This is an optimization exercise on Yosys and OpenROAD, whose aim is a short achievable clock period, few clock cycles and low power, not a production implementation. No functional check of the RTL was part of any run shown here. Power figures rest on the tool's default switching activity, not on a simulated workload.

## flow/design.v (module list and top-level ports; edited modules follow where they fit)
// module mac_lane_sum: 1967 lines
// module mac_vector_engine: 857 lines
module mac_vector_engine (
  input logic clk,
  input logic reset_n,
  input logic start,
  input logic clear,
  input logic [9:0] vec_len,
  input logic signed [47:0] bias,
  input logic in_valid,
  input logic [35:0] in_a,
  input logic [35:0] in_b,
  input logic out_ready,
  output logic busy,
  output logic in_ready,
  output logic out_valid,
  output logic signed [17:0] out_data,
  output logic signed [47:0] out_acc,
  output logic acc_overflow
);
  // ...
==> flow/run.sh <==
#!/bin/bash
# synth_recipe.tcl (not shown) runs the flow's synth.tcl, then flattens the netlist and writes it again
# the make line also repeats each setting of config.mk as NAME=value (left out here)
make -C /OpenROAD-flow-scripts/flow DESIGN_CONFIG=/design/flow/config.mk WORK_HOME=/design/flow/orfs CLKGATE_MAP_FILE= SYNTH_SCRIPT=/design/flow/synth_recipe.tcl finish
==> flow/config.mk <==
export PLATFORM = sky130hd
export DESIGN_NAME = mac_vector_engine
export DESIGN_NICKNAME = mac_vector_engine
export VERILOG_FILES = /design/flow/design.v
export SDC_FILE = /design/flow/constraint.sdc
export NUM_CORES = 4
export LEC_CHECK = 0
export ABC_CLOCK_PERIOD_IN_PS = 2900
export CAP_MARGIN = 20
export CORE_MARGIN = 2
export CORE_UTILIZATION = 60
export CTS_BUF_LIST = sky130_fd_sc_hd__clkbuf_16
export CTS_CLUSTER_DIAMETER = 70
export CTS_CLUSTER_SIZE = 40
export SETUP_SLACK_MARGIN = 4.2
export SLEW_MARGIN = 20
==> flow/constraint.sdc <==
create_clock -name core_clock -period 7.0 [get_ports {clk}]
set_input_delay 1.4000 -clock core_clock [delete_from_list [all_inputs] [get_ports {clk}]]
set_output_delay 1.4000 -clock core_clock [all_outputs]
set_load 0.01 [all_outputs]
==> results.py, run 1 <==
metrics = {
    "setup_path": {
        "worst_setup_path_start_kind": "flip-flop",
        "r2r-start": "one_q[7]$_DFF_P_",
        "cp_max_fo": 7,
        "slowest_delay_ns": 0.59,
        "crit_start": "one_q[7]$_DFF_P_",
    },
    "route": {
        "vias": 21800,
        "ant_nets": 0,
    },
    "power_and_ir_drop": {
        "power_w": 0.0102,
        "power.leakage_nw": 14.2,
        "power.share.switching_pct": 37.0,
        "power.density_nw_per_um2": 283,
    },
    "yosys": {
        "synth_seq_cells": 514,
        "syn_inst": 2991,
        "synthAdderAreaFrac_pct": 23.0,
        "netlist.area_leader.share_pct": 24.1,
        "synth_area_per_cell_um2": 10.7,
        "synthMuxAreaShare_pct": 2.09,
    },
    "global_routing": {
        "met1_usage_pct": 39.7,
        "grt_antenna_before_repair": 1,
        "grt_max_degree": 135,
        "busiest_layer": "met2",
    },
    "final_layout": {
        "most-common-layout-cells": "dfxtp_1, a22oi_1, fa_1",
        "n_sequential_cell": 514,
        "layout.cells.non_filler": 3763,
        "largest_reg_flops": 133,
    },
    "placement": {
        "gp_congestion": 0.901,
    },
    "sta": {
        "timing.slew.headroom_pct": 27.8,
        "layout_min_cycle_time_ns": 2.85,
    },
    "status": {
        "outcome": "timing/DRC/antenna clean",
    },
    "clock_tree": {
        "numCtsBuffers": 31,
    },
    "worst_hold_path": {
        "hold_depth": 0,
    },
}
==> module mac_vector_engine, before the edit <==
module mac_vector_engine (
  input logic clk,
  input logic reset_n,
  input logic start,
  input logic clear,
  input logic [9:0] vec_len,
  input logic signed [47:0] bias,
  input logic in_valid,
  input logic [35:0] in_a,
  input logic [35:0] in_b,
  input logic out_ready,
  output logic busy,
  output logic in_ready,
  output logic out_valid,
  output logic signed [17:0] out_data,
  output logic signed [47:0] out_acc,
  output logic acc_overflow
);
  localparam int NST = 2;    
  localparam int HOLD = 3;  
  logic busy_q, ir_q, pv_q, inf_q, ov_q, nf_q;
  logic [9:0] plen_q, rem_q;
  logic [$clog2(HOLD+1)-1:0] hc_q;
  logic [47:0] bias_q;
  logic res_done;
  wire cur = !nf_q;   
  wire pl0 = plen_q == 10'd0, pl1 = plen_q == 10'd1, pl2 = plen_q == 10'd2;
  wire r1 = rem_q == 10'd1, r2 = rem_q == 10'd2;
  wire pseudo = !cur && pv_q && pl0 && !inf_q;   
  wire [9:0] rem_m1 = (cur ? rem_q : plen_q) - 10'd1;
  wire blast_t = cur ? r1 : pl1;                 
  wire hc_hi = hc_q > 1;
  wire take = in_valid && ir_q;
  wire pop = ov_q && out_ready;
  wire accept = start && !busy_q;               
  wire vl0 = vec_len == 10'd0, vl1 = vec_len == 10'd1;
  wire infn = inf_q && !pop;
  wire consume = (take && !cur) || pseudo;      
  wire bfirst = consume;
  wire blast = pseudo || (take && blast_t);
  wire nl_t = cur ? (r1 ? (pv_q ? pl1 : (accept && vl1)) : r2) : (!pl1 && pl2);
  wire inf_t = blast_t || infn;
  wire nl_n = cur ? r1 : (pv_q ? pl1 : (accept && vl1));
  wire inf_n = pseudo || infn;
  always_ff @(posedge clk or negedge reset_n) begin
    if (!reset_n) begin
      busy_q <= 1'b0;
      ir_q <= 1'b0;
      pv_q <= 1'b0;
      inf_q <= 1'b0;
      ov_q <= 1'b0;
      rem_q <= '0;
      hc_q <= '0;
      nf_q <= 1'b1;
    end else begin
      busy_q <= !clear && (accept || pv_q || hc_hi);
      ir_q <= !clear && !(take ? (nl_t && inf_t) : (nl_n && inf_n));
      pv_q <= !clear && (accept || (pv_q && !consume));
      inf_q <= !clear && (blast || infn);
      ov_q <= !clear && (res_done || (ov_q && !pop));
      rem_q <= clear ? '0 : take ? rem_m1 : rem_q;
      nf_q <= clear || (take ? blast_t : nf_q);
      hc_q <= clear ? '0 : consume ? HOLD[$clog2(HOLD+1)-1:0] : hc_q - {{($clog2(HOLD+1)-1){1'b0}}, hc_q != '0};
    end
  end
  always_ff @(posedge clk) begin
    if (!busy_q) begin
      plen_q <= vec_len;
      bias_q <= bias;
    end
  end
  logic [35:0] a_q;
  logic [17:0] one_q, two_q, neg_q;
  logic rb_q;
  always_ff @(posedge clk) begin
    a_q <= in_valid ? in_a : '0;
    rb_q <= take;
    for (int l = 0; l < 2; l++)
      for (int i = 0; i < 9; i++) begin
        one_q[l*9+i] <= in_valid && (in_b[l*18+2*i] ^ (i == 0 ? 1'b0 : in_b[l*18+2*i-1]));
        two_q[l*9+i] <= in_valid && (i == 0 ? (in_b[l*18+1] & ~in_b[l*18])
                               : ((in_b[l*18+2*i+1] & ~in_b[l*18+2*i] & ~in_b[l*18+2*i-1]) |
                                  (~in_b[l*18+2*i+1] & in_b[l*18+2*i] & in_b[l*18+2*i-1])));
        neg_q[l*9+i] <= in_valid && in_b[l*18+2*i+1];
      end
  end
  logic [NST:0] fp_q, lp_q;
  always_ff @(posedge clk or negedge reset_n) begin
    if (!reset_n) lp_q <= '0;
    else if (clear) lp_q <= '0;
    else lp_q <= {lp_q[NST-1:0], blast};
  end
  always_ff @(posedge clk) fp_q <= {fp_q[NST-1:0], bfirst};
  wire fa_q = fp_q[NST], la_q = lp_q[NST];
  logic [2-1:0] fk_q, lk_q;
  always_ff @(posedge clk or negedge reset_n) begin
    if (!reset_n) lk_q <= '0;
    else if (clear) lk_q <= '0;
    else lk_q <= {lk_q, la_q};
  end
  always_ff @(posedge clk) fk_q <= {fk_q, fa_q};
  wire [47:0] s_t, c_t;
  mac_lane_sum u_sum (.clk(clk), .v_i(rb_q), .a_i(a_q), .one_i(one_q), .two_i(two_q), .neg_i(neg_q), .s_o(s_t), .c_o(c_t));
  logic [47:0] res_q;
  logic ovf_q, rovf_q;
  logic [15:0] acc0_q;
  wire [15:0] x0 = acc0_q;
  wire [15:0] s0 = s_t[15:0];
  wire [15:0] c0 = c_t[15:0];
  wire ldn0 = fp_q[NST-1], st0 = la_q;
  wire [15:0] p0 = x0 ^ s0 ^ c0;
  wire [15:0] g0 = (x0 & s0) | (x0 & c0) | (s0 & c0);
  wire [15:0] k0_p0 = p0 ^ {g0[14:0], 1'b0};
  wire [15:0] k0_g0 = p0 & {g0[14:0], 1'b0};
  wire [15:0] k0_G0 = {k0_g0[15:1], k0_g0[0] | (k0_p0[0] & 1'b0)};
  wire [15:0] k0_P0 = k0_p0;
  wire [15:0] k0_G1, k0_P1;
  assign k0_G1[0] = k0_G0[0];
  assign k0_P1[0] = k0_P0[0];
  assign k0_G1[1] = k0_G0[1] | (k0_P0[1] & k0_G0[0]);
  assign k0_P1[1] = k0_P0[1] & k0_P0[0];
  assign k0_G1[2] = k0_G0[2] | (k0_P0[2] & k0_G0[1]);
  assign k0_P1[2] = k0_P0[2] & k0_P0[1];
  assign k0_G1[3] = k0_G0[3] | (k0_P0[3] & k0_G0[2]);
  assign k0_P1[3] = k0_P0[3] & k0_P0[2];
  assign k0_G1[4] = k0_G0[4] | (k0_P0[4] & k0_G0[3]);
  assign k0_P1[4] = k0_P0[4] & k0_P0[3];
  assign k0_G1[5] = k0_G0[5] | (k0_P0[5] & k0_G0[4]);
  assign k0_P1[5] = k0_P0[5] & k0_P0[4];
  assign k0_G1[6] = k0_G0[6] | (k0_P0[6] & k0_G0[5]);
  assign k0_P1[6] = k0_P0[6] & k0_P0[5];
  assign k0_G1[7] = k0_G0[7] | (k0_P0[7] & k0_G0[6]);
  assign k0_P1[7] = k0_P0[7] & k0_P0[6];
  assign k0_G1[8] = k0_G0[8] | (k0_P0[8] & k0_G0[7]);
  assign k0_P1[8] = k0_P0[8] & k0_P0[7];
  assign k0_G1[9] = k0_G0[9] | (k0_P0[9] & k0_G0[8]);
  assign k0_P1[9] = k0_P0[9] & k0_P0[8];
  assign k0_G1[10] = k0_G0[10] | (k0_P0[10] & k0_G0[9]);
  assign k0_P1[10] = k0_P0[10] & k0_P0[9];
  assign k0_G1[11] = k0_G0[11] | (k0_P0[11] & k0_G0[10]);
  assign k0_P1[11] = k0_P0[11] & k0_P0[10];
  assign k0_G1[12] = k0_G0[12] | (k0_P0[12] & k0_G0[11]);
  assign k0_P1[12] = k0_P0[12] & k0_P0[11];
  assign k0_G1[13] = k0_G0[13] | (k0_P0[13] & k0_G0[12]);
  assign k0_P1[13] = k0_P0[13] & k0_P0[12];
  assign k0_G1[14] = k0_G0[14] | (k0_P0[14] & k0_G0[13]);
  assign k0_P1[14] = k0_P0[14] & k0_P0[13];
  assign k0_G1[15] = k0_G0[15] | (k0_P0[15] & k0_G0[14]);
  assign k0_P1[15] = k0_P0[15] & k0_P0[14];
  wire [15:0] k0_G2, k0_P2;
  assign k0_G2[0] = k0_G1[0];
  assign k0_P2[0] = k0_P1[0];
  assign k0_G2[1] = k0_G1[1];
  assign k0_P2[1] = k0_P1[1];
  assign k0_G2[2] = k0_G1[2] | (k0_P1[2] & k0_G1[0]);
  assign k0_P2[2] = k0_P1[2] & k0_P1[0];
  assign k0_G2[3] = k0_G1[3] | (k0_P1[3] & k0_G1[1]);
  assign k0_P2[3] = k0_P1[3] & k0_P1[1];
  assign k0_G2[4] = k0_G1[4] | (k0_P1[4] & k0_G1[2]);
  assign k0_P2[4] = k0_P1[4] & k0_P1[2];
  assign k0_G2[5] = k0_G1[5] | (k0_P1[5] & k0_G1[3]);
  assign k0_P2[5] = k0_P1[5] & k0_P1[3];
  assign k0_G2[6] = k0_G1[6] | (k0_P1[6] & k0_G1[4]);
  assign k0_P2[6] = k0_P1[6] & k0_P1[4];
  assign k0_G2[7] = k0_G1[7] | (k0_P1[7] & k0_G1[5]);
  assign k0_P2[7] = k0_P1[7] & k0_P1[5];
  assign k0_G2[8] = k0_G1[8] | (k0_P1[8] & k0_G1[6]);
  assign k0_P2[8] = k0_P1[8] & k0_P1[6];
  assign k0_G2[9] = k0_G1[9] | (k0_P1[9] & k0_G1[7]);
  assign k0_P2[9] = k0_P1[9] & k0_P1[7];
  assign k0_G2[10] = k0_G1[10] | (k0_P1[10] & k0_G1[8]);
  assign k0_P2[10] = k0_P1[10] & k0_P1[8];
  assign k0_G2[11] = k0_G1[11] | (k0_P1[11] & k0_G1[9]);
  assign k0_P2[11] = k0_P1[11] & k0_P1[9];
  assign k0_G2[12] = k0_G1[12] | (k0_P1[12] & k0_G1[10]);
  assign k0_P2[12] = k0_P1[12] & k0_P1[10];
  assign k0_G2[13] = k0_G1[13] | (k0_P1[13] & k0_G1[11]);
  assign k0_P2[13] = k0_P1[13] & k0_P1[11];
  assign k0_G2[14] = k0_G1[14] | (k0_P1[14] & k0_G1[12]);
  assign k0_P2[14] = k0_P1[14] & k0_P1[12];
  assign k0_G2[15] = k0_G1[15] | (k0_P1[15] & k0_G1[13]);
  assign k0_P2[15] = k0_P1[15] & k0_P1[13];
  wire [15:0] k0_G3, k0_P3;
  assign k0_G3[0] = k0_G2[0];
  assign k0_P3[0] = k0_P2[0];
  assign k0_G3[1] = k0_G2[1];
  assign k0_P3[1] = k0_P2[1];
  assign k0_G3[2] = k0_G2[2];
  assign k0_P3[2] = k0_P2[2];
  assign k0_G3[3] = k0_G2[3];
  assign k0_P3[3] = k0_P2[3];
  assign k0_G3[4] = k0_G2[4] | (k0_P2[4] & k0_G2[0]);
  assign k0_P3[4] = k0_P2[4] & k0_P2[0];
  assign k0_G3[5] = k0_G2[5] | (k0_P2[5] & k0_G2[1]);
  assign k0_P3[5] = k0_P2[5] & k0_P2[1];
  assign k0_G3[6] = k0_G2[6] | (k0_P2[6] & k0_G2[2]);
  assign k0_P3[6] = k0_P2[6] & k0_P2[2];
  assign k0_G3[7] = k0_G2[7] | (k0_P2[7] & k0_G2[3]);
  assign k0_P3[7] = k0_P2[7] & k0_P2[3];
  assign k0_G3[8] = k0_G2[8] | (k0_P2[8] & k0_G2[4]);
  assign k0_P3[8] = k0_P2[8] & k0_P2[4];
  assign k0_G3[9] = k0_G2[9] | (k0_P2[9] & k0_G2[5]);
  assign k0_P3[9] = k0_P2[9] & k0_P2[5];
  assign k0_G3[10] = k0_G2[10] | (k0_P2[10] & k0_G2[6]);
  assign k0_P3[10] = k0_P2[10] & k0_P2[6];
  assign k0_G3[11] = k0_G2[11] | (k0_P2[11] & k0_G2[7]);
  assign k0_P3[11] = k0_P2[11] & k0_P2[7];
  assign k0_G3[12] = k0_G2[12] | (k0_P2[12] & k0_G2[8]);
  assign k0_P3[12] = k0_P2[12] & k0_P2[8];
  assign k0_G3[13] = k0_G2[13] | (k0_P2[13] & k0_G2[9]);
  assign k0_P3[13] = k0_P2[13] & k0_P2[9];
  assign k0_G3[14] = k0_G2[14] | (k0_P2[14] & k0_G2[10]);
  assign k0_P3[14] = k0_P2[14] & k0_P2[10];
  assign k0_G3[15] = k0_G2[15] | (k0_P2[15] & k0_G2[11]);
  assign k0_P3[15] = k0_P2[15] & k0_P2[11];
  wire [15:0] k0_G4, k0_P4;
  assign k0_G4[0] = k0_G3[0];
  assign k0_P4[0] = k0_P3[0];
  assign k0_G4[1] = k0_G3[1];
  assign k0_P4[1] = k0_P3[1];
  assign k0_G4[2] = k0_G3[2];
  assign k0_P4[2] = k0_P3[2];
  assign k0_G4[3] = k0_G3[3];
  assign k0_P4[3] = k0_P3[3];
  assign k0_G4[4] = k0_G3[4];
  assign k0_P4[4] = k0_P3[4];
  assign k0_G4[5] = k0_G3[5];
  assign k0_P4[5] = k0_P3[5];
  assign k0_G4[6] = k0_G3[6];
  assign k0_P4[6] = k0_P3[6];
  assign k0_G4[7] = k0_G3[7];
  assign k0_P4[7] = k0_P3[7];
  assign k0_G4[8] = k0_G3[8] | (k0_P3[8] & k0_G3[0]);
  assign k0_P4[8] = k0_P3[8] & k0_P3[0];
  assign k0_G4[9] = k0_G3[9] | (k0_P3[9] & k0_G3[1]);
  assign k0_P4[9] = k0_P3[9] & k0_P3[1];
  assign k0_G4[10] = k0_G3[10] | (k0_P3[10] & k0_G3[2]);
  assign k0_P4[10] = k0_P3[10] & k0_P3[2];
  assign k0_G4[11] = k0_G3[11] | (k0_P3[11] & k0_G3[3]);
  assign k0_P4[11] = k0_P3[11] & k0_P3[3];
  assign k0_G4[12] = k0_G3[12] | (k0_P3[12] & k0_G3[4]);
  assign k0_P4[12] = k0_P3[12] & k0_P3[4];
  assign k0_G4[13] = k0_G3[13] | (k0_P3[13] & k0_G3[5]);
  assign k0_P4[13] = k0_P3[13] & k0_P3[5];
  assign k0_G4[14] = k0_G3[14] | (k0_P3[14] & k0_G3[6]);
  assign k0_P4[14] = k0_P3[14] & k0_P3[6];
  assign k0_G4[15] = k0_G3[15] | (k0_P3[15] & k0_G3[7]);
  assign k0_P4[15] = k0_P3[15] & k0_P3[7];
  wire [16:0] k0_y = {k0_G4[15], k0_p0 ^ {k0_G4[14:0], 1'b0}};
  wire cg1 = g0[15];   
  wire [16:0] y0 = k0_y;
  logic ca1_q;
  always_ff @(posedge clk) ca1_q <= y0[16];
  always_ff @(posedge clk) begin
    acc0_q <= ldn0 ? bias_q[15:0] : y0[15:0];
    if (st0) res_q[15:0] <= y0[15:0];
  end
  logic [15:0] acc1_q;
  wire [15:0] x1 = acc1_q;
  wire [15:0] ps1 = s_t[31:16];
  wire [15:0] pc1 = c_t[31:16];
  wire [15:0] q1_p0 = ps1 ^ pc1;
  wire [15:0] q1_g0 = ps1 & pc1;
  wire [15:0] q1_G0 = {q1_g0[15:1], q1_g0[0] | (q1_p0[0] & cg1)};
  wire [15:0] q1_P0 = q1_p0;
  wire [15:0] q1_G1, q1_P1;
  assign q1_G1[0] = q1_G0[0];
  assign q1_P1[0] = q1_P0[0];
  assign q1_G1[1] = q1_G0[1] | (q1_P0[1] & q1_G0[0]);
  assign q1_P1[1] = q1_P0[1] & q1_P0[0];
  assign q1_G1[2] = q1_G0[2] | (q1_P0[2] & q1_G0[1]);
  assign q1_P1[2] = q1_P0[2] & q1_P0[1];
  assign q1_G1[3] = q1_G0[3] | (q1_P0[3] & q1_G0[2]);
  assign q1_P1[3] = q1_P0[3] & q1_P0[2];
  assign q1_G1[4] = q1_G0[4] | (q1_P0[4] & q1_G0[3]);
  assign q1_P1[4] = q1_P0[4] & q1_P0[3];
  assign q1_G1[5] = q1_G0[5] | (q1_P0[5] & q1_G0[4]);
  assign q1_P1[5] = q1_P0[5] & q1_P0[4];
  assign q1_G1[6] = q1_G0[6] | (q1_P0[6] & q1_G0[5]);
  assign q1_P1[6] = q1_P0[6] & q1_P0[5];
  assign q1_G1[7] = q1_G0[7] | (q1_P0[7] & q1_G0[6]);
  assign q1_P1[7] = q1_P0[7] & q1_P0[6];
  assign q1_G1[8] = q1_G0[8] | (q1_P0[8] & q1_G0[7]);
  assign q1_P1[8] = q1_P0[8] & q1_P0[7];
  assign q1_G1[9] = q1_G0[9] | (q1_P0[9] & q1_G0[8]);
  assign q1_P1[9] = q1_P0[9] & q1_P0[8];
  assign q1_G1[10] = q1_G0[10] | (q1_P0[10] & q1_G0[9]);
  assign q1_P1[10] = q1_P0[10] & q1_P0[9];
  assign q1_G1[11] = q1_G0[11] | (q1_P0[11] & q1_G0[10]);
  assign q1_P1[11] = q1_P0[11] & q1_P0[10];
  assign q1_G1[12] = q1_G0[12] | (q1_P0[12] & q1_G0[11]);
  assign q1_P1[12] = q1_P0[12] & q1_P0[11];
  assign q1_G1[13] = q1_G0[13] | (q1_P0[13] & q1_G0[12]);
  assign q1_P1[13] = q1_P0[13] & q1_P0[12];
  assign q1_G1[14] = q1_G0[14] | (q1_P0[14] & q1_G0[13]);
  assign q1_P1[14] = q1_P0[14] & q1_P0[13];
  assign q1_G1[15] = q1_G0[15] | (q1_P0[15] & q1_G0[14]);
  assign q1_P1[15] = q1_P0[15] & q1_P0[14];
  wire [15:0] q1_G2, q1_P2;
  assign q1_G2[0] = q1_G1[0];
  assign q1_P2[0] = q1_P1[0];
  assign q1_G2[1] = q1_G1[1];
  assign q1_P2[1] = q1_P1[1];
  assign q1_G2[2] = q1_G1[2] | (q1_P1[2] & q1_G1[0]);
  assign q1_P2[2] = q1_P1[2] & q1_P1[0];
  assign q1_G2[3] = q1_G1[3] | (q1_P1[3] & q1_G1[1]);
  assign q1_P2[3] = q1_P1[3] & q1_P1[1];
  assign q1_G2[4] = q1_G1[4] | (q1_P1[4] & q1_G1[2]);
  assign q1_P2[4] = q1_P1[4] & q1_P1[2];
  assign q1_G2[5] = q1_G1[5] | (q1_P1[5] & q1_G1[3]);
  assign q1_P2[5] = q1_P1[5] & q1_P1[3];
  assign q1_G2[6] = q1_G1[6] | (q1_P1[6] & q1_G1[4]);
  assign q1_P2[6] = q1_P1[6] & q1_P1[4];
  assign q1_G2[7] = q1_G1[7] | (q1_P1[7] & q1_G1[5]);
  assign q1_P2[7] = q1_P1[7] & q1_P1[5];
  assign q1_G2[8] = q1_G1[8] | (q1_P1[8] & q1_G1[6]);
  assign q1_P2[8] = q1_P1[8] & q1_P1[6];
  assign q1_G2[9] = q1_G1[9] | (q1_P1[9] & q1_G1[7]);
  assign q1_P2[9] = q1_P1[9] & q1_P1[7];
  assign q1_G2[10] = q1_G1[10] | (q1_P1[10] & q1_G1[8]);
  assign q1_P2[10] = q1_P1[10] & q1_P1[8];
  assign q1_G2[11] = q1_G1[11] | (q1_P1[11] & q1_G1[9]);
  assign q1_P2[11] = q1_P1[11] & q1_P1[9];
  assign q1_G2[12] = q1_G1[12] | (q1_P1[12] & q1_G1[10]);
  assign q1_P2[12] = q1_P1[12] & q1_P1[10];
  assign q1_G2[13] = q1_G1[13] | (q1_P1[13] & q1_G1[11]);
  assign q1_P2[13] = q1_P1[13] & q1_P1[11];
  assign q1_G2[14] = q1_G1[14] | (q1_P1[14] & q1_G1[12]);
  assign q1_P2[14] = q1_P1[14] & q1_P1[12];
  assign q1_G2[15] = q1_G1[15] | (q1_P1[15] & q1_G1[13]);
  assign q1_P2[15] = q1_P1[15] & q1_P1[13];
  wire [15:0] q1_G3, q1_P3;
  assign q1_G3[0] = q1_G2[0];
  assign q1_P3[0] = q1_P2[0];
  assign q1_G3[1] = q1_G2[1];
  assign q1_P3[1] = q1_P2[1];
  assign q1_G3[2] = q1_G2[2];
  assign q1_P3[2] = q1_P2[2];
  assign q1_G3[3] = q1_G2[3];
  assign q1_P3[3] = q1_P2[3];
  assign q1_G3[4] = q1_G2[4] | (q1_P2[4] & q1_G2[0]);
  assign q1_P3[4] = q1_P2[4] & q1_P2[0];
  assign q1_G3[5] = q1_G2[5] | (q1_P2[5] & q1_G2[1]);
  assign q1_P3[5] = q1_P2[5] & q1_P2[1];
  assign q1_G3[6] = q1_G2[6] | (q1_P2[6] & q1_G2[2]);
  assign q1_P3[6] = q1_P2[6] & q1_P2[2];
  assign q1_G3[7] = q1_G2[7] | (q1_P2[7] & q1_G2[3]);
  assign q1_P3[7] = q1_P2[7] & q1_P2[3];
  assign q1_G3[8] = q1_G2[8] | (q1_P2[8] & q1_G2[4]);
  assign q1_P3[8] = q1_P2[8] & q1_P2[4];
  assign q1_G3[9] = q1_G2[9] | (q1_P2[9] & q1_G2[5]);
  assign q1_P3[9] = q1_P2[9] & q1_P2[5];
  assign q1_G3[10] = q1_G2[10] | (q1_P2[10] & q1_G2[6]);
  assign q1_P3[10] = q1_P2[10] & q1_P2[6];
  assign q1_G3[11] = q1_G2[11] | (q1_P2[11] & q1_G2[7]);
  assign q1_P3[11] = q1_P2[11] & q1_P2[7];
  assign q1_G3[12] = q1_G2[12] | (q1_P2[12] & q1_G2[8]);
  assign q1_P3[12] = q1_P2[12] & q1_P2[8];
  assign q1_G3[13] = q1_G2[13] | (q1_P2[13] & q1_G2[9]);
  assign q1_P3[13] = q1_P2[13] & q1_P2[9];
  assign q1_G3[14] = q1_G2[14] | (q1_P2[14] & q1_G2[10]);
  assign q1_P3[14] = q1_P2[14] & q1_P2[10];
  assign q1_G3[15] = q1_G2[15] | (q1_P2[15] & q1_G2[11]);
  assign q1_P3[15] = q1_P2[15] & q1_P2[11];
  wire [15:0] q1_G4, q1_P4;
  assign q1_G4[0] = q1_G3[0];
  assign q1_P4[0] = q1_P3[0];
  assign q1_G4[1] = q1_G3[1];
  assign q1_P4[1] = q1_P3[1];
  assign q1_G4[2] = q1_G3[2];
  assign q1_P4[2] = q1_P3[2];
  assign q1_G4[3] = q1_G3[3];
  assign q1_P4[3] = q1_P3[3];
  assign q1_G4[4] = q1_G3[4];
  assign q1_P4[4] = q1_P3[4];
  assign q1_G4[5] = q1_G3[5];
  assign q1_P4[5] = q1_P3[5];
  assign q1_G4[6] = q1_G3[6];
  assign q1_P4[6] = q1_P3[6];
  assign q1_G4[7] = q1_G3[7];
  assign q1_P4[7] = q1_P3[7];
  assign q1_G4[8] = q1_G3[8] | (q1_P3[8] & q1_G3[0]);
  assign q1_P4[8] = q1_P3[8] & q1_P3[0];
  assign q1_G4[9] = q1_G3[9] | (q1_P3[9] & q1_G3[1]);
  assign q1_P4[9] = q1_P3[9] & q1_P3[1];
  assign q1_G4[10] = q1_G3[10] | (q1_P3[10] & q1_G3[2]);
  assign q1_P4[10] = q1_P3[10] & q1_P3[2];
  assign q1_G4[11] = q1_G3[11] | (q1_P3[11] & q1_G3[3]);
  assign q1_P4[11] = q1_P3[11] & q1_P3[3];
  assign q1_G4[12] = q1_G3[12] | (q1_P3[12] & q1_G3[4]);
  assign q1_P4[12] = q1_P3[12] & q1_P3[4];
  assign q1_G4[13] = q1_G3[13] | (q1_P3[13] & q1_G3[5]);
  assign q1_P4[13] = q1_P3[13] & q1_P3[5];
  assign q1_G4[14] = q1_G3[14] | (q1_P3[14] & q1_G3[6]);
  assign q1_P4[14] = q1_P3[14] & q1_P3[6];
  assign q1_G4[15] = q1_G3[15] | (q1_P3[15] & q1_G3[7]);
  assign q1_P4[15] = q1_P3[15] & q1_P3[7];
  wire [16:0] q1_y = {q1_G4[15], q1_p0 ^ {q1_G4[14:0], cg1}};
  logic [15:0] pa1_q;
  logic pco2_q;
  always_ff @(posedge clk) begin
    pa1_q <= q1_y[15:0];
    pco2_q <= q1_y[16];
  end
  wire ldn1 = fa_q, st1 = lk_q[0];
  wire [15:0] k1_p0 = x1 ^ pa1_q;
  wire [15:0] k1_g0 = x1 & pa1_q;
  wire [15:0] k1_G0 = {k1_g0[15:1], k1_g0[0] | (k1_p0[0] & ca1_q)};
  wire [15:0] k1_P0 = k1_p0;
  wire [15:0] k1_G1, k1_P1;
  assign k1_G1[0] = k1_G0[0];
  assign k1_P1[0] = k1_P0[0];
  assign k1_G1[1] = k1_G0[1] | (k1_P0[1] & k1_G0[0]);
  assign k1_P1[1] = k1_P0[1] & k1_P0[0];
  assign k1_G1[2] = k1_G0[2] | (k1_P0[2] & k1_G0[1]);
  assign k1_P1[2] = k1_P0[2] & k1_P0[1];
  assign k1_G1[3] = k1_G0[3] | (k1_P0[3] & k1_G0[2]);
  assign k1_P1[3] = k1_P0[3] & k1_P0[2];
  assign k1_G1[4] = k1_G0[4] | (k1_P0[4] & k1_G0[3]);
  assign k1_P1[4] = k1_P0[4] & k1_P0[3];
  assign k1_G1[5] = k1_G0[5] | (k1_P0[5] & k1_G0[4]);
  assign k1_P1[5] = k1_P0[5] & k1_P0[4];
  assign k1_G1[6] = k1_G0[6] | (k1_P0[6] & k1_G0[5]);
  assign k1_P1[6] = k1_P0[6] & k1_P0[5];
  assign k1_G1[7] = k1_G0[7] | (k1_P0[7] & k1_G0[6]);
  assign k1_P1[7] = k1_P0[7] & k1_P0[6];
  assign k1_G1[8] = k1_G0[8] | (k1_P0[8] & k1_G0[7]);
  assign k1_P1[8] = k1_P0[8] & k1_P0[7];
  assign k1_G1[9] = k1_G0[9] | (k1_P0[9] & k1_G0[8]);
  assign k1_P1[9] = k1_P0[9] & k1_P0[8];
  assign k1_G1[10] = k1_G0[10] | (k1_P0[10] & k1_G0[9]);
  assign k1_P1[10] = k1_P0[10] & k1_P0[9];
  assign k1_G1[11] = k1_G0[11] | (k1_P0[11] & k1_G0[10]);
  assign k1_P1[11] = k1_P0[11] & k1_P0[10];
  assign k1_G1[12] = k1_G0[12] | (k1_P0[12] & k1_G0[11]);
  assign k1_P1[12] = k1_P0[12] & k1_P0[11];
  assign k1_G1[13] = k1_G0[13] | (k1_P0[13] & k1_G0[12]);
  assign k1_P1[13] = k1_P0[13] & k1_P0[12];
  assign k1_G1[14] = k1_G0[14] | (k1_P0[14] & k1_G0[13]);
  assign k1_P1[14] = k1_P0[14] & k1_P0[13];
  assign k1_G1[15] = k1_G0[15] | (k1_P0[15] & k1_G0[14]);
  assign k1_P1[15] = k1_P0[15] & k1_P0[14];
  wire [15:0] k1_G2, k1_P2;
  assign k1_G2[0] = k1_G1[0];
  assign k1_P2[0] = k1_P1[0];
  assign k1_G2[1] = k1_G1[1];
  assign k1_P2[1] = k1_P1[1];
  assign k1_G2[2] = k1_G1[2] | (k1_P1[2] & k1_G1[0]);
  assign k1_P2[2] = k1_P1[2] & k1_P1[0];
  assign k1_G2[3] = k1_G1[3] | (k1_P1[3] & k1_G1[1]);
  assign k1_P2[3] = k1_P1[3] & k1_P1[1];
  assign k1_G2[4] = k1_G1[4] | (k1_P1[4] & k1_G1[2]);
  assign k1_P2[4] = k1_P1[4] & k1_P1[2];
  assign k1_G2[5] = k1_G1[5] | (k1_P1[5] & k1_G1[3]);
  assign k1_P2[5] = k1_P1[5] & k1_P1[3];
  assign k1_G2[6] = k1_G1[6] | (k1_P1[6] & k1_G1[4]);
  assign k1_P2[6] = k1_P1[6] & k1_P1[4];
  assign k1_G2[7] = k1_G1[7] | (k1_P1[7] & k1_G1[5]);
  assign k1_P2[7] = k1_P1[7] & k1_P1[5];
  assign k1_G2[8] = k1_G1[8] | (k1_P1[8] & k1_G1[6]);
  assign k1_P2[8] = k1_P1[8] & k1_P1[6];
  assign k1_G2[9] = k1_G1[9] | (k1_P1[9] & k1_G1[7]);
  assign k1_P2[9] = k1_P1[9] & k1_P1[7];
  assign k1_G2[10] = k1_G1[10] | (k1_P1[10] & k1_G1[8]);
  assign k1_P2[10] = k1_P1[10] & k1_P1[8];
  assign k1_G2[11] = k1_G1[11] | (k1_P1[11] & k1_G1[9]);
  assign k1_P2[11] = k1_P1[11] & k1_P1[9];
  assign k1_G2[12] = k1_G1[12] | (k1_P1[12] & k1_G1[10]);
  assign k1_P2[12] = k1_P1[12] & k1_P1[10];
  assign k1_G2[13] = k1_G1[13] | (k1_P1[13] & k1_G1[11]);
  assign k1_P2[13] = k1_P1[13] & k1_P1[11];
  assign k1_G2[14] = k1_G1[14] | (k1_P1[14] & k1_G1[12]);
  assign k1_P2[14] = k1_P1[14] & k1_P1[12];
  assign k1_G2[15] = k1_G1[15] | (k1_P1[15] & k1_G1[13]);
  assign k1_P2[15] = k1_P1[15] & k1_P1[13];
  wire [15:0] k1_G3, k1_P3;
  assign k1_G3[0] = k1_G2[0];
  assign k1_P3[0] = k1_P2[0];
  assign k1_G3[1] = k1_G2[1];
  assign k1_P3[1] = k1_P2[1];
  assign k1_G3[2] = k1_G2[2];
  assign k1_P3[2] = k1_P2[2];
  assign k1_G3[3] = k1_G2[3];
  assign k1_P3[3] = k1_P2[3];
  assign k1_G3[4] = k1_G2[4] | (k1_P2[4] & k1_G2[0]);
  assign k1_P3[4] = k1_P2[4] & k1_P2[0];
  assign k1_G3[5] = k1_G2[5] | (k1_P2[5] & k1_G2[1]);
  assign k1_P3[5] = k1_P2[5] & k1_P2[1];
  assign k1_G3[6] = k1_G2[6] | (k1_P2[6] & k1_G2[2]);
  assign k1_P3[6] = k1_P2[6] & k1_P2[2];
  assign k1_G3[7] = k1_G2[7] | (k1_P2[7] & k1_G2[3]);
  assign k1_P3[7] = k1_P2[7] & k1_P2[3];
  assign k1_G3[8] = k1_G2[8] | (k1_P2[8] & k1_G2[4]);
  assign k1_P3[8] = k1_P2[8] & k1_P2[4];
  assign k1_G3[9] = k1_G2[9] | (k1_P2[9] & k1_G2[5]);
  assign k1_P3[9] = k1_P2[9] & k1_P2[5];
  assign k1_G3[10] = k1_G2[10] | (k1_P2[10] & k1_G2[6]);
  assign k1_P3[10] = k1_P2[10] & k1_P2[6];
  assign k1_G3[11] = k1_G2[11] | (k1_P2[11] & k1_G2[7]);
  assign k1_P3[11] = k1_P2[11] & k1_P2[7];
  assign k1_G3[12] = k1_G2[12] | (k1_P2[12] & k1_G2[8]);
  assign k1_P3[12] = k1_P2[12] & k1_P2[8];
  assign k1_G3[13] = k1_G2[13] | (k1_P2[13] & k1_G2[9]);
  assign k1_P3[13] = k1_P2[13] & k1_P2[9];
  assign k1_G3[14] = k1_G2[14] | (k1_P2[14] & k1_G2[10]);
  assign k1_P3[14] = k1_P2[14] & k1_P2[10];
  assign k1_G3[15] = k1_G2[15] | (k1_P2[15] & k1_G2[11]);
  assign k1_P3[15] = k1_P2[15] & k1_P2[11];
  wire [15:0] k1_G4, k1_P4;
  assign k1_G4[0] = k1_G3[0];
  assign k1_P4[0] = k1_P3[0];
  assign k1_G4[1] = k1_G3[1];
  assign k1_P4[1] = k1_P3[1];
  assign k1_G4[2] = k1_G3[2];
  assign k1_P4[2] = k1_P3[2];
  assign k1_G4[3] = k1_G3[3];
  assign k1_P4[3] = k1_P3[3];
  assign k1_G4[4] = k1_G3[4];
  assign k1_P4[4] = k1_P3[4];
  assign k1_G4[5] = k1_G3[5];
  assign k1_P4[5] = k1_P3[5];
  assign k1_G4[6] = k1_G3[6];
  assign k1_P4[6] = k1_P3[6];
  assign k1_G4[7] = k1_G3[7];
  assign k1_P4[7] = k1_P3[7];
  assign k1_G4[8] = k1_G3[8] | (k1_P3[8] & k1_G3[0]);
  assign k1_P4[8] = k1_P3[8] & k1_P3[0];
  assign k1_G4[9] = k1_G3[9] | (k1_P3[9] & k1_G3[1]);
  assign k1_P4[9] = k1_P3[9] & k1_P3[1];
  assign k1_G4[10] = k1_G3[10] | (k1_P3[10] & k1_G3[2]);
  assign k1_P4[10] = k1_P3[10] & k1_P3[2];
  assign k1_G4[11] = k1_G3[11] | (k1_P3[11] & k1_G3[3]);
  assign k1_P4[11] = k1_P3[11] & k1_P3[3];
  assign k1_G4[12] = k1_G3[12] | (k1_P3[12] & k1_G3[4]);
  assign k1_P4[12] = k1_P3[12] & k1_P3[4];
  assign k1_G4[13] = k1_G3[13] | (k1_P3[13] & k1_G3[5]);
  assign k1_P4[13] = k1_P3[13] & k1_P3[5];
  assign k1_G4[14] = k1_G3[14] | (k1_P3[14] & k1_G3[6]);
  assign k1_P4[14] = k1_P3[14] & k1_P3[6];
  assign k1_G4[15] = k1_G3[15] | (k1_P3[15] & k1_G3[7]);
  assign k1_P4[15] = k1_P3[15] & k1_P3[7];
  wire [16:0] k1_y = {k1_G4[15], k1_p0 ^ {k1_G4[14:0], ca1_q}};
  wire [16:0] y1 = k1_y;
  logic ca2_q;
  always_ff @(posedge clk) ca2_q <= y1[16];
  always_ff @(posedge clk) begin
    acc1_q <= ldn1 ? bias_q[31:16] : y1[15:0];
    if (st1) res_q[31:16] <= y1[15:0];
  end
  logic [15:0] acc2_q;
  wire [15:0] x2 = acc2_q;
  logic [15:0] sd2_q [1];
  logic [15:0] cd2_q [1];
  always_ff @(posedge clk) begin
    sd2_q[0] <= s_t[47:32];
    cd2_q[0] <= c_t[47:32];
  end
  wire [15:0] ps2 = sd2_q[0];
  wire [15:0] pc2 = cd2_q[0];
  wire [15:0] q2_p0 = ps2 ^ pc2;
  wire [15:0] q2_g0 = ps2 & pc2;
  wire [15:0] q2_G0 = {q2_g0[15:1], q2_g0[0] | (q2_p0[0] & pco2_q)};
  wire [15:0] q2_P0 = q2_p0;
  wire [15:0] q2_G1, q2_P1;
  assign q2_G1[0] = q2_G0[0];
  assign q2_P1[0] = q2_P0[0];
  assign q2_G1[1] = q2_G0[1] | (q2_P0[1] & q2_G0[0]);
  assign q2_P1[1] = q2_P0[1] & q2_P0[0];
  assign q2_G1[2] = q2_G0[2] | (q2_P0[2] & q2_G0[1]);
  assign q2_P1[2] = q2_P0[2] & q2_P0[1];
  assign q2_G1[3] = q2_G0[3] | (q2_P0[3] & q2_G0[2]);
  assign q2_P1[3] = q2_P0[3] & q2_P0[2];
  assign q2_G1[4] = q2_G0[4] | (q2_P0[4] & q2_G0[3]);
  assign q2_P1[4] = q2_P0[4] & q2_P0[3];
  assign q2_G1[5] = q2_G0[5] | (q2_P0[5] & q2_G0[4]);
  assign q2_P1[5] = q2_P0[5] & q2_P0[4];
  assign q2_G1[6] = q2_G0[6] | (q2_P0[6] & q2_G0[5]);
  assign q2_P1[6] = q2_P0[6] & q2_P0[5];
  assign q2_G1[7] = q2_G0[7] | (q2_P0[7] & q2_G0[6]);
  assign q2_P1[7] = q2_P0[7] & q2_P0[6];
  assign q2_G1[8] = q2_G0[8] | (q2_P0[8] & q2_G0[7]);
  assign q2_P1[8] = q2_P0[8] & q2_P0[7];
  assign q2_G1[9] = q2_G0[9] | (q2_P0[9] & q2_G0[8]);
  assign q2_P1[9] = q2_P0[9] & q2_P0[8];
  assign q2_G1[10] = q2_G0[10] | (q2_P0[10] & q2_G0[9]);
  assign q2_P1[10] = q2_P0[10] & q2_P0[9];
  assign q2_G1[11] = q2_G0[11] | (q2_P0[11] & q2_G0[10]);
  assign q2_P1[11] = q2_P0[11] & q2_P0[10];
  assign q2_G1[12] = q2_G0[12] | (q2_P0[12] & q2_G0[11]);
  assign q2_P1[12] = q2_P0[12] & q2_P0[11];
  assign q2_G1[13] = q2_G0[13] | (q2_P0[13] & q2_G0[12]);
  assign q2_P1[13] = q2_P0[13] & q2_P0[12];
  assign q2_G1[14] = q2_G0[14] | (q2_P0[14] & q2_G0[13]);
  assign q2_P1[14] = q2_P0[14] & q2_P0[13];
  assign q2_G1[15] = q2_G0[15] | (q2_P0[15] & q2_G0[14]);
  assign q2_P1[15] = q2_P0[15] & q2_P0[14];
  wire [15:0] q2_G2, q2_P2;
  assign q2_G2[0] = q2_G1[0];
  assign q2_P2[0] = q2_P1[0];
  assign q2_G2[1] = q2_G1[1];
  assign q2_P2[1] = q2_P1[1];
  assign q2_G2[2] = q2_G1[2] | (q2_P1[2] & q2_G1[0]);
  assign q2_P2[2] = q2_P1[2] & q2_P1[0];
  assign q2_G2[3] = q2_G1[3] | (q2_P1[3] & q2_G1[1]);
  assign q2_P2[3] = q2_P1[3] & q2_P1[1];
  assign q2_G2[4] = q2_G1[4] | (q2_P1[4] & q2_G1[2]);
  assign q2_P2[4] = q2_P1[4] & q2_P1[2];
  assign q2_G2[5] = q2_G1[5] | (q2_P1[5] & q2_G1[3]);
  assign q2_P2[5] = q2_P1[5] & q2_P1[3];
  assign q2_G2[6] = q2_G1[6] | (q2_P1[6] & q2_G1[4]);
  assign q2_P2[6] = q2_P1[6] & q2_P1[4];
  assign q2_G2[7] = q2_G1[7] | (q2_P1[7] & q2_G1[5]);
  assign q2_P2[7] = q2_P1[7] & q2_P1[5];
  assign q2_G2[8] = q2_G1[8] | (q2_P1[8] & q2_G1[6]);
  assign q2_P2[8] = q2_P1[8] & q2_P1[6];
  assign q2_G2[9] = q2_G1[9] | (q2_P1[9] & q2_G1[7]);
  assign q2_P2[9] = q2_P1[9] & q2_P1[7];
  assign q2_G2[10] = q2_G1[10] | (q2_P1[10] & q2_G1[8]);
  assign q2_P2[10] = q2_P1[10] & q2_P1[8];
  assign q2_G2[11] = q2_G1[11] | (q2_P1[11] & q2_G1[9]);
  assign q2_P2[11] = q2_P1[11] & q2_P1[9];
  assign q2_G2[12] = q2_G1[12] | (q2_P1[12] & q2_G1[10]);
  assign q2_P2[12] = q2_P1[12] & q2_P1[10];
  assign q2_G2[13] = q2_G1[13] | (q2_P1[13] & q2_G1[11]);
  assign q2_P2[13] = q2_P1[13] & q2_P1[11];
  assign q2_G2[14] = q2_G1[14] | (q2_P1[14] & q2_G1[12]);
  assign q2_P2[14] = q2_P1[14] & q2_P1[12];
  assign q2_G2[15] = q2_G1[15] | (q2_P1[15] & q2_G1[13]);
  assign q2_P2[15] = q2_P1[15] & q2_P1[13];
  wire [15:0] q2_G3, q2_P3;
  assign q2_G3[0] = q2_G2[0];
  assign q2_P3[0] = q2_P2[0];
  assign q2_G3[1] = q2_G2[1];
  assign q2_P3[1] = q2_P2[1];
  assign q2_G3[2] = q2_G2[2];
  assign q2_P3[2] = q2_P2[2];
  assign q2_G3[3] = q2_G2[3];
  assign q2_P3[3] = q2_P2[3];
  assign q2_G3[4] = q2_G2[4] | (q2_P2[4] & q2_G2[0]);
  assign q2_P3[4] = q2_P2[4] & q2_P2[0];
  assign q2_G3[5] = q2_G2[5] | (q2_P2[5] & q2_G2[1]);
  assign q2_P3[5] = q2_P2[5] & q2_P2[1];
  assign q2_G3[6] = q2_G2[6] | (q2_P2[6] & q2_G2[2]);
  assign q2_P3[6] = q2_P2[6] & q2_P2[2];
  assign q2_G3[7] = q2_G2[7] | (q2_P2[7] & q2_G2[3]);
  assign q2_P3[7] = q2_P2[7] & q2_P2[3];
  assign q2_G3[8] = q2_G2[8] | (q2_P2[8] & q2_G2[4]);
  assign q2_P3[8] = q2_P2[8] & q2_P2[4];
  assign q2_G3[9] = q2_G2[9] | (q2_P2[9] & q2_G2[5]);
  assign q2_P3[9] = q2_P2[9] & q2_P2[5];
  assign q2_G3[10] = q2_G2[10] | (q2_P2[10] & q2_G2[6]);
  assign q2_P3[10] = q2_P2[10] & q2_P2[6];
  assign q2_G3[11] = q2_G2[11] | (q2_P2[11] & q2_G2[7]);
  assign q2_P3[11] = q2_P2[11] & q2_P2[7];
  assign q2_G3[12] = q2_G2[12] | (q2_P2[12] & q2_G2[8]);
  assign q2_P3[12] = q2_P2[12] & q2_P2[8];
  assign q2_G3[13] = q2_G2[13] | (q2_P2[13] & q2_G2[9]);
  assign q2_P3[13] = q2_P2[13] & q2_P2[9];
  assign q2_G3[14] = q2_G2[14] | (q2_P2[14] & q2_G2[10]);
  assign q2_P3[14] = q2_P2[14] & q2_P2[10];
  assign q2_G3[15] = q2_G2[15] | (q2_P2[15] & q2_G2[11]);
  assign q2_P3[15] = q2_P2[15] & q2_P2[11];
  wire [15:0] q2_G4, q2_P4;
  assign q2_G4[0] = q2_G3[0];
  assign q2_P4[0] = q2_P3[0];
  assign q2_G4[1] = q2_G3[1];
  assign q2_P4[1] = q2_P3[1];
  assign q2_G4[2] = q2_G3[2];
  assign q2_P4[2] = q2_P3[2];
  assign q2_G4[3] = q2_G3[3];
  assign q2_P4[3] = q2_P3[3];
  assign q2_G4[4] = q2_G3[4];
  assign q2_P4[4] = q2_P3[4];
  assign q2_G4[5] = q2_G3[5];
  assign q2_P4[5] = q2_P3[5];
  assign q2_G4[6] = q2_G3[6];
  assign q2_P4[6] = q2_P3[6];
  assign q2_G4[7] = q2_G3[7];
  assign q2_P4[7] = q2_P3[7];
  assign q2_G4[8] = q2_G3[8] | (q2_P3[8] & q2_G3[0]);
  assign q2_P4[8] = q2_P3[8] & q2_P3[0];
  assign q2_G4[9] = q2_G3[9] | (q2_P3[9] & q2_G3[1]);
  assign q2_P4[9] = q2_P3[9] & q2_P3[1];
  assign q2_G4[10] = q2_G3[10] | (q2_P3[10] & q2_G3[2]);
  assign q2_P4[10] = q2_P3[10] & q2_P3[2];
  assign q2_G4[11] = q2_G3[11] | (q2_P3[11] & q2_G3[3]);
  assign q2_P4[11] = q2_P3[11] & q2_P3[3];
  assign q2_G4[12] = q2_G3[12] | (q2_P3[12] & q2_G3[4]);
  assign q2_P4[12] = q2_P3[12] & q2_P3[4];
  assign q2_G4[13] = q2_G3[13] | (q2_P3[13] & q2_G3[5]);
  assign q2_P4[13] = q2_P3[13] & q2_P3[5];
  assign q2_G4[14] = q2_G3[14] | (q2_P3[14] & q2_G3[6]);
  assign q2_P4[14] = q2_P3[14] & q2_P3[6];
  assign q2_G4[15] = q2_G3[15] | (q2_P3[15] & q2_G3[7]);
  assign q2_P4[15] = q2_P3[15] & q2_P3[7];
  wire [16:0] q2_y = {q2_G4[15], q2_p0 ^ {q2_G4[14:0], pco2_q}};
  logic [15:0] pa2_q;
  always_ff @(posedge clk) begin
    pa2_q <= q2_y[15:0];
  end
  wire ldn2 = fk_q[0], st2 = lk_q[1];
  wire [15:0] k2_p0 = x2 ^ pa2_q;
  wire [15:0] k2_g0 = x2 & pa2_q;
  wire [15:0] k2_G0 = {k2_g0[15:1], k2_g0[0] | (k2_p0[0] & ca2_q)};
  wire [15:0] k2_P0 = k2_p0;
  wire [15:0] k2_G1, k2_P1;
  assign k2_G1[0] = k2_G0[0];
  assign k2_P1[0] = k2_P0[0];
  assign k2_G1[1] = k2_G0[1] | (k2_P0[1] & k2_G0[0]);
  assign k2_P1[1] = k2_P0[1] & k2_P0[0];
  assign k2_G1[2] = k2_G0[2] | (k2_P0[2] & k2_G0[1]);
  assign k2_P1[2] = k2_P0[2] & k2_P0[1];
  assign k2_G1[3] = k2_G0[3] | (k2_P0[3] & k2_G0[2]);
  assign k2_P1[3] = k2_P0[3] & k2_P0[2];
  assign k2_G1[4] = k2_G0[4] | (k2_P0[4] & k2_G0[3]);
  assign k2_P1[4] = k2_P0[4] & k2_P0[3];
  assign k2_G1[5] = k2_G0[5] | (k2_P0[5] & k2_G0[4]);
  assign k2_P1[5] = k2_P0[5] & k2_P0[4];
  assign k2_G1[6] = k2_G0[6] | (k2_P0[6] & k2_G0[5]);
  assign k2_P1[6] = k2_P0[6] & k2_P0[5];
  assign k2_G1[7] = k2_G0[7] | (k2_P0[7] & k2_G0[6]);
  assign k2_P1[7] = k2_P0[7] & k2_P0[6];
  assign k2_G1[8] = k2_G0[8] | (k2_P0[8] & k2_G0[7]);
  assign k2_P1[8] = k2_P0[8] & k2_P0[7];
  assign k2_G1[9] = k2_G0[9] | (k2_P0[9] & k2_G0[8]);
  assign k2_P1[9] = k2_P0[9] & k2_P0[8];
  assign k2_G1[10] = k2_G0[10] | (k2_P0[10] & k2_G0[9]);
  assign k2_P1[10] = k2_P0[10] & k2_P0[9];
  assign k2_G1[11] = k2_G0[11] | (k2_P0[11] & k2_G0[10]);
  assign k2_P1[11] = k2_P0[11] & k2_P0[10];
  assign k2_G1[12] = k2_G0[12] | (k2_P0[12] & k2_G0[11]);
  assign k2_P1[12] = k2_P0[12] & k2_P0[11];
  assign k2_G1[13] = k2_G0[13] | (k2_P0[13] & k2_G0[12]);
  assign k2_P1[13] = k2_P0[13] & k2_P0[12];
  assign k2_G1[14] = k2_G0[14] | (k2_P0[14] & k2_G0[13]);
  assign k2_P1[14] = k2_P0[14] & k2_P0[13];
  assign k2_G1[15] = k2_G0[15] | (k2_P0[15] & k2_G0[14]);
  assign k2_P1[15] = k2_P0[15] & k2_P0[14];
  wire [15:0] k2_G2, k2_P2;
  assign k2_G2[0] = k2_G1[0];
  assign k2_P2[0] = k2_P1[0];
  assign k2_G2[1] = k2_G1[1];
  assign k2_P2[1] = k2_P1[1];
  assign k2_G2[2] = k2_G1[2] | (k2_P1[2] & k2_G1[0]);
  assign k2_P2[2] = k2_P1[2] & k2_P1[0];
  assign k2_G2[3] = k2_G1[3] | (k2_P1[3] & k2_G1[1]);
  assign k2_P2[3] = k2_P1[3] & k2_P1[1];
  assign k2_G2[4] = k2_G1[4] | (k2_P1[4] & k2_G1[2]);
  assign k2_P2[4] = k2_P1[4] & k2_P1[2];
  assign k2_G2[5] = k2_G1[5] | (k2_P1[5] & k2_G1[3]);
  assign k2_P2[5] = k2_P1[5] & k2_P1[3];
  assign k2_G2[6] = k2_G1[6] | (k2_P1[6] & k2_G1[4]);
  assign k2_P2[6] = k2_P1[6] & k2_P1[4];
  assign k2_G2[7] = k2_G1[7] | (k2_P1[7] & k2_G1[5]);
  assign k2_P2[7] = k2_P1[7] & k2_P1[5];
  assign k2_G2[8] = k2_G1[8] | (k2_P1[8] & k2_G1[6]);
  assign k2_P2[8] = k2_P1[8] & k2_P1[6];
  assign k2_G2[9] = k2_G1[9] | (k2_P1[9] & k2_G1[7]);
  assign k2_P2[9] = k2_P1[9] & k2_P1[7];
  assign k2_G2[10] = k2_G1[10] | (k2_P1[10] & k2_G1[8]);
  assign k2_P2[10] = k2_P1[10] & k2_P1[8];
  assign k2_G2[11] = k2_G1[11] | (k2_P1[11] & k2_G1[9]);
  assign k2_P2[11] = k2_P1[11] & k2_P1[9];
  assign k2_G2[12] = k2_G1[12] | (k2_P1[12] & k2_G1[10]);
  assign k2_P2[12] = k2_P1[12] & k2_P1[10];
  assign k2_G2[13] = k2_G1[13] | (k2_P1[13] & k2_G1[11]);
  assign k2_P2[13] = k2_P1[13] & k2_P1[11];
  assign k2_G2[14] = k2_G1[14] | (k2_P1[14] & k2_G1[12]);
  assign k2_P2[14] = k2_P1[14] & k2_P1[12];
  assign k2_G2[15] = k2_G1[15] | (k2_P1[15] & k2_G1[13]);
  assign k2_P2[15] = k2_P1[15] & k2_P1[13];
  wire [15:0] k2_G3, k2_P3;
  assign k2_G3[0] = k2_G2[0];
  assign k2_P3[0] = k2_P2[0];
  assign k2_G3[1] = k2_G2[1];
  assign k2_P3[1] = k2_P2[1];
  assign k2_G3[2] = k2_G2[2];
  assign k2_P3[2] = k2_P2[2];
  assign k2_G3[3] = k2_G2[3];
  assign k2_P3[3] = k2_P2[3];
  assign k2_G3[4] = k2_G2[4] | (k2_P2[4] & k2_G2[0]);
  assign k2_P3[4] = k2_P2[4] & k2_P2[0];
  assign k2_G3[5] = k2_G2[5] | (k2_P2[5] & k2_G2[1]);
  assign k2_P3[5] = k2_P2[5] & k2_P2[1];
  assign k2_G3[6] = k2_G2[6] | (k2_P2[6] & k2_G2[2]);
  assign k2_P3[6] = k2_P2[6] & k2_P2[2];
  assign k2_G3[7] = k2_G2[7] | (k2_P2[7] & k2_G2[3]);
  assign k2_P3[7] = k2_P2[7] & k2_P2[3];
  assign k2_G3[8] = k2_G2[8] | (k2_P2[8] & k2_G2[4]);
  assign k2_P3[8] = k2_P2[8] & k2_P2[4];
  assign k2_G3[9] = k2_G2[9] | (k2_P2[9] & k2_G2[5]);
  assign k2_P3[9] = k2_P2[9] & k2_P2[5];
  assign k2_G3[10] = k2_G2[10] | (k2_P2[10] & k2_G2[6]);
  assign k2_P3[10] = k2_P2[10] & k2_P2[6];
  assign k2_G3[11] = k2_G2[11] | (k2_P2[11] & k2_G2[7]);
  assign k2_P3[11] = k2_P2[11] & k2_P2[7];
  assign k2_G3[12] = k2_G2[12] | (k2_P2[12] & k2_G2[8]);
  assign k2_P3[12] = k2_P2[12] & k2_P2[8];
  assign k2_G3[13] = k2_G2[13] | (k2_P2[13] & k2_G2[9]);
  assign k2_P3[13] = k2_P2[13] & k2_P2[9];
  assign k2_G3[14] = k2_G2[14] | (k2_P2[14] & k2_G2[10]);
  assign k2_P3[14] = k2_P2[14] & k2_P2[10];
  assign k2_G3[15] = k2_G2[15] | (k2_P2[15] & k2_G2[11]);
  assign k2_P3[15] = k2_P2[15] & k2_P2[11];
  wire [15:0] k2_G4, k2_P4;
  assign k2_G4[0] = k2_G3[0];
  assign k2_P4[0] = k2_P3[0];
  assign k2_G4[1] = k2_G3[1];
  assign k2_P4[1] = k2_P3[1];
  assign k2_G4[2] = k2_G3[2];
  assign k2_P4[2] = k2_P3[2];
  assign k2_G4[3] = k2_G3[3];
  assign k2_P4[3] = k2_P3[3];
  assign k2_G4[4] = k2_G3[4];
  assign k2_P4[4] = k2_P3[4];
  assign k2_G4[5] = k2_G3[5];
  assign k2_P4[5] = k2_P3[5];
  assign k2_G4[6] = k2_G3[6];
  assign k2_P4[6] = k2_P3[6];
  assign k2_G4[7] = k2_G3[7];
  assign k2_P4[7] = k2_P3[7];
  assign k2_G4[8] = k2_G3[8] | (k2_P3[8] & k2_G3[0]);
  assign k2_P4[8] = k2_P3[8] & k2_P3[0];
  assign k2_G4[9] = k2_G3[9] | (k2_P3[9] & k2_G3[1]);
  assign k2_P4[9] = k2_P3[9] & k2_P3[1];
  assign k2_G4[10] = k2_G3[10] | (k2_P3[10] & k2_G3[2]);
  assign k2_P4[10] = k2_P3[10] & k2_P3[2];
  assign k2_G4[11] = k2_G3[11] | (k2_P3[11] & k2_G3[3]);
  assign k2_P4[11] = k2_P3[11] & k2_P3[3];
  assign k2_G4[12] = k2_G3[12] | (k2_P3[12] & k2_G3[4]);
  assign k2_P4[12] = k2_P3[12] & k2_P3[4];
  assign k2_G4[13] = k2_G3[13] | (k2_P3[13] & k2_G3[5]);
  assign k2_P4[13] = k2_P3[13] & k2_P3[5];
  assign k2_G4[14] = k2_G3[14] | (k2_P3[14] & k2_G3[6]);
  assign k2_P4[14] = k2_P3[14] & k2_P3[6];
  assign k2_G4[15] = k2_G3[15] | (k2_P3[15] & k2_G3[7]);
  assign k2_P4[15] = k2_P3[15] & k2_P3[7];
  wire [16:0] k2_y = {k2_G4[15], k2_p0 ^ {k2_G4[14:0], ca2_q}};
  wire [16:0] y2 = k2_y;
  always_ff @(posedge clk) begin
    acc2_q <= ldn2 ? bias_q[47:32] : y2[15:0];
    if (st2) res_q[47:32] <= y2[15:0];
  end
  wire ovf_step = (x2[15] ^ y2[15]) & (x2[15] ^ x2[14]);
  wire ovf_new = ovf_q | ovf_step;
  always_ff @(posedge clk) begin
    ovf_q <= !ldn2 && ovf_new;
    if (st2) rovf_q <= ovf_new;
  end
  assign res_done = st2;
  assign busy = busy_q;
  assign in_ready = ir_q;
  assign out_valid = ov_q;
  assign out_acc = res_q;
  assign out_data = res_q[25:8];
  assign acc_overflow = rovf_q;
endmodule
==> run 2: changes to the inputs <==
--- a/flow/design.v
+++ b/flow/design.v
@@ -2067,4 +2067,10 @@
   end
   always_ff @(posedge clk) fp_q <= {fp_q[NST-1:0], bfirst};
+  logic [NST:0] vbp_q;
+  logic [2-1:0] vbk_q;
+  always_ff @(posedge clk) begin
+    vbp_q <= {vbp_q[NST-1:0], take};
+    vbk_q <= {vbk_q, vbp_q[NST]};
+  end
   wire fa_q = fp_q[NST], la_q = lp_q[NST];
   logic [2-1:0] fk_q, lk_q;
@@ -2228,5 +2234,5 @@
   always_ff @(posedge clk) ca1_q <= y0[16];
   always_ff @(posedge clk) begin
-    acc0_q <= ldn0 ? bias_q[15:0] : y0[15:0];
+    if (ldn0 || vbp_q[NST]) acc0_q <= ldn0 ? bias_q[15:0] : y0[15:0];
     if (st0) res_q[15:0] <= y0[15:0];
   end
@@ -2520,5 +2526,5 @@
   always_ff @(posedge clk) ca2_q <= y1[16];
   always_ff @(posedge clk) begin
-    acc1_q <= ldn1 ? bias_q[31:16] : y1[15:0];
+    if (ldn1 || vbk_q[0]) acc1_q <= ldn1 ? bias_q[31:16] : y1[15:0];
     if (st1) res_q[31:16] <= y1[15:0];
   end
@@ -2814,5 +2820,5 @@
   wire [16:0] y2 = k2_y;
   always_ff @(posedge clk) begin
-    acc2_q <= ldn2 ? bias_q[47:32] : y2[15:0];
+    if (ldn2 || vbk_q[1]) acc2_q <= ldn2 ? bias_q[47:32] : y2[15:0];
     if (st2) res_q[47:32] <= y2[15:0];
   end
==> run 2 against run 1 <==
  * Global-route usage barely moved
  * Combinational power fell by 8.6%
  * Largest cell class unchanged
  * Highest routed layer unchanged
  * Synthesized area is 1.4% higher
  * First-iteration DRC count decreased by 7.7%
  * Non-clock buffer count is 4 lower
  * Hold slack improved by 0.021 ns
  * Routed wire length down 0.58%
==> results.py, run 2 <==
metrics = {
    "sta": {
        "finalHoldViolCount": 0,
        "max_freq_mhz": 342,
        "rsz0062_at_grt": "yes",
        "tightest_slew_ns": 1.06,
        "setup_violations": 0,
        "layout_min_cycle_time_ns": 2.92,
        "maxSlewViolCount": 0,
        "timing.slew.headroom_pct": 29.1,
        "fin_setup_tns_ns": 0,
        "fin_crit_sh_pct": 41.8,
        "fin_skew_ns": 0.0367,
    },
    "setup_path": {
        "worst_path_max_delay_cell": "fa_2",
        "slowest_delay_ns": 0.38,
        "required_ns": 7.38,
        "path_buf_inv": 4,
        "worst_setup_path_start_kind": "flip-flop",
        "crit_cells": 14,
        "timing.critical_path.cells": "inv_2 -> fa_2 -> inv_2 -> ha_4 -> inv_2 -> fa_2 -> nor2b_2 -> o21ai_2 -> buf_4 -> o2111a_2 -> o21ai_2 -> a31oi_1 -> xnor2_1 -> mux2_2",
        "r2r-start": "u_sum.t2_q[1]$_DFF_P_",
        "rr_worst_depth": 14,
        "cp-endpoint": "acc0_q[13]$_DFFE_PP_",
        "cpMostUsedCell": "inv_2",
        "crit_start": "u_sum.t2_q[1]$_DFF_P_",
        "cp_max_fo": 2,
        "reg2reg_to": "acc0_q[13]$_DFFE_PP_",
        "r2r_setup_slack_ns": 4.08,
        "cp_top_family": "adder cells",
        "cp.arrival_ns": 3.30,
        "path_class": "flip-flop to flip-flop",
        "cp-end-kind": "flip-flop",
    },
    "floorplanning": {
        "pin_count": 206,
        "coreArea_um2": 53600,
        "initial_core_util_pct": 60.4,
        "dieArea_um2": 55800,
        "die_w_um": 236,
        "fp-row-count": 85,
        "die_h_um": 236,
    },
    "yosys": {
        "synth_nets": 3531,
        "ys_seq_area_share_pct": 37.0,
        "syn_inst": 2991,
        "synth_area_per_cell_um2": 10.8,
        "synth_edf_count": 155,
        "synth.distinct_cells": 75,
        "synth.area.top_cells": "dfxtp_1, fa_1, edfxtp_1",
        "yosysMostFrequentCell": "dfxtp_1",
        "yosysWarnings": 4,
        "netlist.area_leader.share_pct": 20.8,
        "synth_seq_cells": 515,
        "syn_area_um2": 32400,
        "yosys-top-cells-count": "dfxtp_1, a22oi_1, fa_1",
        "synthFlopType": "dfxtp_1",
        "yosys.area.top_type": "dfxtp_1",
        "synthArstFlopShare_pct": 4.47,
    },
    "route": {
        "vias": 21700,
        "via_per_inst": 5.78,
        "drc_errors": 0,
        "dr.first_iter.drc_count": 1868,
        "wl_um": 78300,
        "ant_nets": 0,
        "wl_per_cell_um": 20.8,
        "drt_first_pass_iters": 6,
    },
    "final_layout": {
        "area_delta_synth_final_pct": 12.2,
        "largest-register": "u_sum.t1_q",
        "most-common-layout-cells": "a22oi_1, fa_1, inv_1",
        "stdcell_area_um2": 36300,
        "diodes": 0,
        "nFillCells": 4085,
        "top_regs": "u_sum.t1_q (133), u_sum.t2_q (65)",
        "nNetsFinal": 3584,
        "drive_above_1_share_pct": 9.92,
        "seq_area_um2": 12300,
        "layout_commonest_cell": "a22oi_1",
        "multi_input_area_um2": 18700,
        "largest_reg_flops": 133,
    },
    "power_and_ir_drop": {
        "power.density_nw_per_um2": 263,
        "power.leakage_nw": 14.2,
        "ir_worst_vdd_mv": 0.283,
    },
    "clock_tree": {
        "cts_buffer_depth": 3,
        "cts_tree": "built",
        "ctsHtreeMaxLevel": 1,
        "cts_sinks": 515,
        "cts-root-buf": "clkbuf_16",
        "clk_latency_ns": 0.65,
        "clk_pin_slew_ns": 0.10,
        "postCtsHoldBufs": 0,
        "numCtsBuffers": 29,
    },
    "global_routing": {
        "grt_antenna_before_repair": 0,
        "grt_max_degree": 101,
        "grt_pass1_wl_um": 125000,
        "grt_pass1_vias": 22700,
        "grt_overflow_total": 0,
        "grt_use_total_pct": 28.2,
    },
    "worst_hold_path": {
        "hold_class": "flip-flop to flip-flop",
        "hold_depth": 0,
    },
    "placement": {
        "port_buffers": 205,
        "gp_congestion": 0.905,
        "dpl.hpwl_um": 55800,
        "place_area_um2": 34500,
    },
    "flow_run": {
        "cap_violations": 0,
    },
    "status": {
        "outcome": "timing/DRC/antenna clean",
    },
}
[run 2: changes by cell type after synthesis, sizes merged, moves of 7 or more]
cell / change
o31ai: +7
nand2: +14
edfxtp: +48
dfxtp: -47
a21oi: -14
[run 2: final cells by class]
| class | instances | area share [%] |
|---|---|---|
| timing repair buffer | 267 | 6.84 |
| clock buffer | 29 | 2.00 |
| multi-input combinational | 1965 | 51.4 |
| clock inverter | 24 | 0.861 |
| tap | 696 | 2.40 |
| inverter | 266 | 2.75 |
| sequential | 515 | 33.7 |
[run 2: logic make-up after synthesis]
kind of cell               after synthesis  share of synthesized area, %
and+or+nand+nor                        553                          9.35
AOI/OAI and AO/OA                      541                          11.8
DFF                                    515                          37.0
buffers and inverters                  511                          6.16
xor gates and xnor gates               410                          11.1
adders and majority gates              404                          22.7
muxes                                   57                          1.93
[run 2: how the worst min path moves through the flow]
stage / from / end / slack (ns)
2_1_floorplan: u_sum.t2_q[61]$_DFF_P_ / cd2_q[0][1]$_DFF_P_ / 0.31
3_3_place_gp: u_sum.t2_q[64]$_DFF_P_ / cd2_q[0][3]$_DFF_P_ / 0.32
3_5_place_dp: u_sum.t2_q[62]$_DFF_P_ / sd2_q[0][2]$_DFF_P_ / 0.31
4_1_cts: u_sum.t2_q[62]$_DFF_P_ / sd2_q[0][2]$_DFF_P_ / 0.33
5_1_grt: u_sum.t2_q[61]$_DFF_P_ / cd2_q[0][1]$_DFF_P_ / 0.34
6_report: u_sum.t2_q[62]$_DFF_P_ / sd2_q[0][2]$_DFF_P_ / 0.33
[run 2: timing repair]
item,in CTS,in global routing
endpoints found under the setup margin,195,98
gates resized for setup,225,86
setup buffers,12,28
pin swaps,19,18
[run 2: metal layers]
layer / GRT usage [%] / wire length (um) / share of wire, % / up-vias
li1: - / - / - / 9975
met1: 39.7 / 33900 / 43 / 10600
met2: 44.2 / 35100 / 45 / 1015
met3: 5.59 / 6810 / 8.7 / 193
met4: 8.44 / 2440 / 3.1 / 0
met5: 0 / 0 / 0 / -
[run 2: power by group]
group | total (W) | leakage [nW] | switching (W) | internal [W]
combinational | 0.00361 | 9.06 | 0.00195 | 0.00167
sequential | 0.00397 | 4.61 | 0.000373 | 0.00360
clock | 0.00198 | 0.515 | 0.00110 | 0.000872
[run 2: metrics by stage]
| stage | hold WS [ns] | cells | setup WS [ns] | power [W] | utilization [%] |
|---|---|---|---|---|---|
| global placement | 0.315 | 3669 | 3.30 | 0.00738 | 64.3 |
| floorplan | 0.310 | 2991 | 4.17 | 0.00638 | - |
| detailed placement | 0.312 | 3669 | 3.24 | 0.00747 | 64.3 |
| global route | 0.343 | 3762 | 3.99 | 0.0103 | 67.7 |
| finish | 0.334 | 3762 | 4.08 | 0.00956 | 67.7 |
| CTS | 0.335 | 3734 | 4.05 | 0.00952 | 66.9 |

separate check: timing with driven ports:
How much do the figures lean on ideal ports? The routed layouts below were timed once more, with nothing changed but the port constraints. Step 1 (the two cells are an assumption about what drives the block):
set clk [get_ports {clk}]
set_driving_cell -lib_cell sky130_fd_sc_hd__clkbuf_16 $clk
set_driving_cell -lib_cell sky130_fd_sc_hd__buf_2 [delete_from_list [all_inputs] $clk]
Step 2 adds t to the input delays and takes it off the output delays; t is the mean of the earliest and latest rising clock arrival at the registers after step 1. Input paths then give back, and output paths get back, about the clock's delay inside the block. Slacks: ideal / step 1 / step 2; pairs: ideal / step 1.
run | t, ns | setup slack, ns | hold slack, ns
run 1 | 0.699 | 4.154 / 4.154 / 3.734 | 0.312 / 0.312 / 0.312
run 2 | 0.691 | 4.076 / 4.076 / 3.683 | 0.334 / 0.334 / 0.334
After both steps setup and hold are still met in every run listed. For run 1, which loses most, drivers alone change the setup slack by 0.000 ns; drivers and shift together by -0.420 ns.
